This is an optimization exercise on Yosys and OpenROAD, whose aim is small area, not a production implementation. The RTL was checked by simulation tests, not by an equivalence proof against the original design. Power is estimated from default activity; no workload was simulated.

## breakout_top
module breakout_top #(
	parameter int step_period = 2000
) (
	input logic VGA_clk,
	input logic reset,
	input logic [7:0] scan_code,
	input logic key_strobe,
	output logic [10-1:0] VGA_R,
	output logic [10-1:0] VGA_G,
	output logic [10-1:0] VGA_B,
	output logic VGA_hSync,
	output logic VGA_vSync,
	output logic blank_n,
	output logic [1:0] lives,
	output breakout_pkg::game_state_t game_state
);
For scale: ~48 I/O pins.
==> flow/config.mk <==
export PLATFORM = sky130hd
export DESIGN_NAME = breakout_top
export DESIGN_NICKNAME = breakout_top
export VERILOG_FILES = /design/flow/design.v
export SDC_FILE = /design/flow/constraint.sdc
export NUM_CORES = 4
export LEC_CHECK = 0
export CAP_MARGIN = 20
export CORE_MARGIN = 2
export CORE_UTILIZATION = 40
export SLEW_MARGIN = 20
export SYNTH_HIERARCHICAL = 1
export SYNTH_MINIMUM_KEEP_SIZE = 0
==> flow/constraint.sdc <==
create_clock -name core_clock -period 40.0 [get_ports {VGA_clk}]
set_input_delay 8.0000 -clock core_clock [delete_from_list [all_inputs] [get_ports {VGA_clk}]]
set_output_delay 8.0000 -clock core_clock [all_outputs]
set_load 0.01 [all_outputs]
standard.sh (not shown) runs the stock make flow with config.mk's settings and CLKGATE_MAP_FILE= SYNTH_SCRIPT=/design/flow/synth_recipe.tcl, a recipe that flattens the netlist after the stock synthesis.
==> flow/flow/run.sh <==
#!/bin/bash
# The standard layout with three changes:
# - after the standard synthesis, its combinational logic is mapped again by
#   ABC with an area-oriented script (resyn.sh); every flip-flop of the
#   standard synthesis stays as it is, with its name and cell
# - the port buffers are the smallest buffer (buf_1) instead of the default
# - clock tree synthesis uses clkbuf_8 and adds no dummy loads
# Each tool's output goes to a log file of its own in this folder.
set -euo pipefail
export BUFFER_PORTS_ARGS="-buffer_cell sky130_fd_sc_hd__buf_1"
export CTS_ARGS="-sink_clustering_enable -repair_clock_nets -buf_list sky130_fd_sc_hd__clkbuf_8 -dont_use_dummy_load"
bash standard.sh synth > standard_synth.log 2>&1
bash flow/resyn.sh > resyn.log 2>&1
bash standard.sh > standard.log 2>&1
Other scripts of this flow, unchanged in this note and not shown: flow/flow/resyn.sh
Then changed:
--- a/flow/design.v
+++ b/flow/design.v
@@ -70,17 +70,17 @@
 	localparam int X_HOME = (640 / 2) - (80 / 2);  
 	localparam int X_LO = 10 + 7;  
 	localparam int X_HI = 640 - 10 - 7;  
 	localparam int YH_BOTTOM = (480 - 7) / 2;  
 	localparam int YH_TOP = (10 + 7) / 2;  
 	localparam int YH_PAD = (450 - 7) / 2;  
 	localparam int YH_SIDE_LO = 450 / 2;  
 	localparam int YH_SIDE_HI = (450 + 10 - 1) / 2;  
-	localparam logic [255:0] DISC = 256'h0fe01ff03ff87ffc7ffc7ffc7ffc7ffc7ffc7ffc3ff81ff00fe0000000000000;
+	localparam logic [255:0] DISC = 256'h0000000003f807fc0ffe1fff1fff1fff1fff1fff1fff1fff0ffe07fc03f80000;
 	logic serve;
 	breakout_pkg::game_state_t state;
 	localparam logic [1:0] C_NONE = 2'd0;
 	localparam logic [1:0] C_RESTART = 2'd1;
 	localparam logic [1:0] C_A = 2'd2;
 	localparam logic [1:0] C_B = 2'd3;
 	logic [1:0] cmd;
 	logic [9:0] px;
@@ -258,21 +258,21 @@
 	logic ndxm;
 	logic ndyd;
 	logic [9:0] bq_n;
 	logic [9:0] yq_n;
 	logic [10:0] cbv;
 	logic [10:0] cwv;
 	always_comb
 	begin
-		hit_side_wall = (bq == 10'(8 - X_HI)) || (bq == 10'(8 - X_LO));
-		hit_bottom = (yq == 10'(4 - YH_BOTTOM));
-		hit_top = (yq == 10'(4 - YH_TOP));
-		hit_pad_top = (yq == 10'(4 - YH_PAD)) && cls_now[2];
-		hit_pad_side = (yq >= 10'(4 - YH_SIDE_HI)) && (yq <= 10'(4 - YH_SIDE_LO))
+		hit_side_wall = (bq == 10'(6 - X_HI)) || (bq == 10'(6 - X_LO));
+		hit_bottom = (yq == 10'(3 - YH_BOTTOM));
+		hit_top = (yq == 10'(3 - YH_TOP));
+		hit_pad_top = (yq == 10'(3 - YH_PAD)) && cls_now[2];
+		hit_pad_side = (yq >= 10'(3 - YH_SIDE_HI)) && (yq <= 10'(3 - YH_SIDE_LO))
 			&& !cls_now[2] && cls_now[0];
 		take_miss = hit_bottom && !hit_side_wall;
 		step = (mv != 2'd0) && !rsd;
 		move = step && !take_miss;
 		miss = step && take_miss;
 		ndxp = dxp;
 		ndxm = dxm;
 		ndyd = dyd;
@@ -302,18 +302,18 @@
 		ud_bit u_y (.a(yq[i]), .ci(cwv[i]), .dn(dyd), .s(yq_n[i]), .co(cwv[i + 1]));
 	end
 	assign bq_n[9] = bq[9] ^ cbv[9];
 	assign yq_n[9] = yq[9] ^ cwv[9];
 	always_ff @(posedge VGA_clk)
 	begin
 		if (rsd)
 		begin
-			bq <= 10'(8 - 640 / 2);
-			yq <= 10'(4 - YH_PAD);
+			bq <= 10'(6 - 640 / 2);
+			yq <= 10'(3 - YH_PAD);
 			dxp <= 1'b0;
 			dxm <= 1'b0;
 			dyd <= 1'b0;
 			bounced <= 1'b1;
 		end
 		else
 		begin
 			bq <= bq_n;
@@ -339,23 +339,23 @@
 	logic on_top;
 	logic [11:0] ctx;
 	logic [11:0] cty;
 	logic [11:0] ctp;
 	logic [10:0] td;  
 	generate
 		if (step_period == 2000)
 		begin : g_cap_raster
-			assign cap_en = (tx == 11'd8);
+			assign cap_en = (tx == 11'd6);
 			assign td = tp;
 		end
 		else
 		begin : g_cap_direct
 			logic [9:0] bx;
-			assign bx = 10'(8) - bq;
+			assign bx = 10'(6) - bq;
 			assign cap_en = 1'b1;
 			assign td = {1'b0, bx} + {1'b1, q};
 		end
 	endgenerate
 	assign tx[0] = px[0] ^ bq[0];
 	assign ctx[1] = px[0] & bq[0];
 	assign tp[0] = px[0] ^ q[0];
 	assign ctp[1] = px[0] & q[0];
Result: The new run finished with timing, DRC and antenna clean. Critical path depth climbs by 6. Die area climbs slightly. Total power climbs slightly. Core utilization climbs by 0.26 points. Synthesized area climbs slightly. Routed wire length climbs by a few percent. Design area climbs slightly. Setup slack is worse by 0.84 ns. Cell count drops slightly. Clock-buffer cell count stays the same. Via count climbs slightly. Non-clock buffer count drops by 1. Fmax drops by a few percent. Clock skew climbs by 0.0044 ns.

==> re-timing with driven ports <==
Ports are ideal in the flow. The routed layouts listed here were re-timed in OpenROAD. Step 1 sets driving cells, clkbuf_16 on the clock port and buf_2 on the other inputs (assumed; they add their load-dependent delay and slew). Step 2 also shifts input and output timing later by t, the mid clock arrival at the registers, as if the neighbouring blocks saw the same clock. a / b / c = ideal / step 1 / step 2; a / b = the first two.
| run | shift t [ns] | setup WS [ns] | worst setup path after step 2 | worst register clock-pin slew, ns | pins driven straight from the clock port |
|---|---|---|---|---|---|
| the first run | 0.382 | 28.153 / 28.119 / 28.501 | register to output | 0.08 / 0.08 | 1 |
| the second run | 0.372 | 27.313 / 27.280 / 27.653 | register to output | 0.09 / 0.09 | 1 |
After both steps every run listed still meets setup and hold.
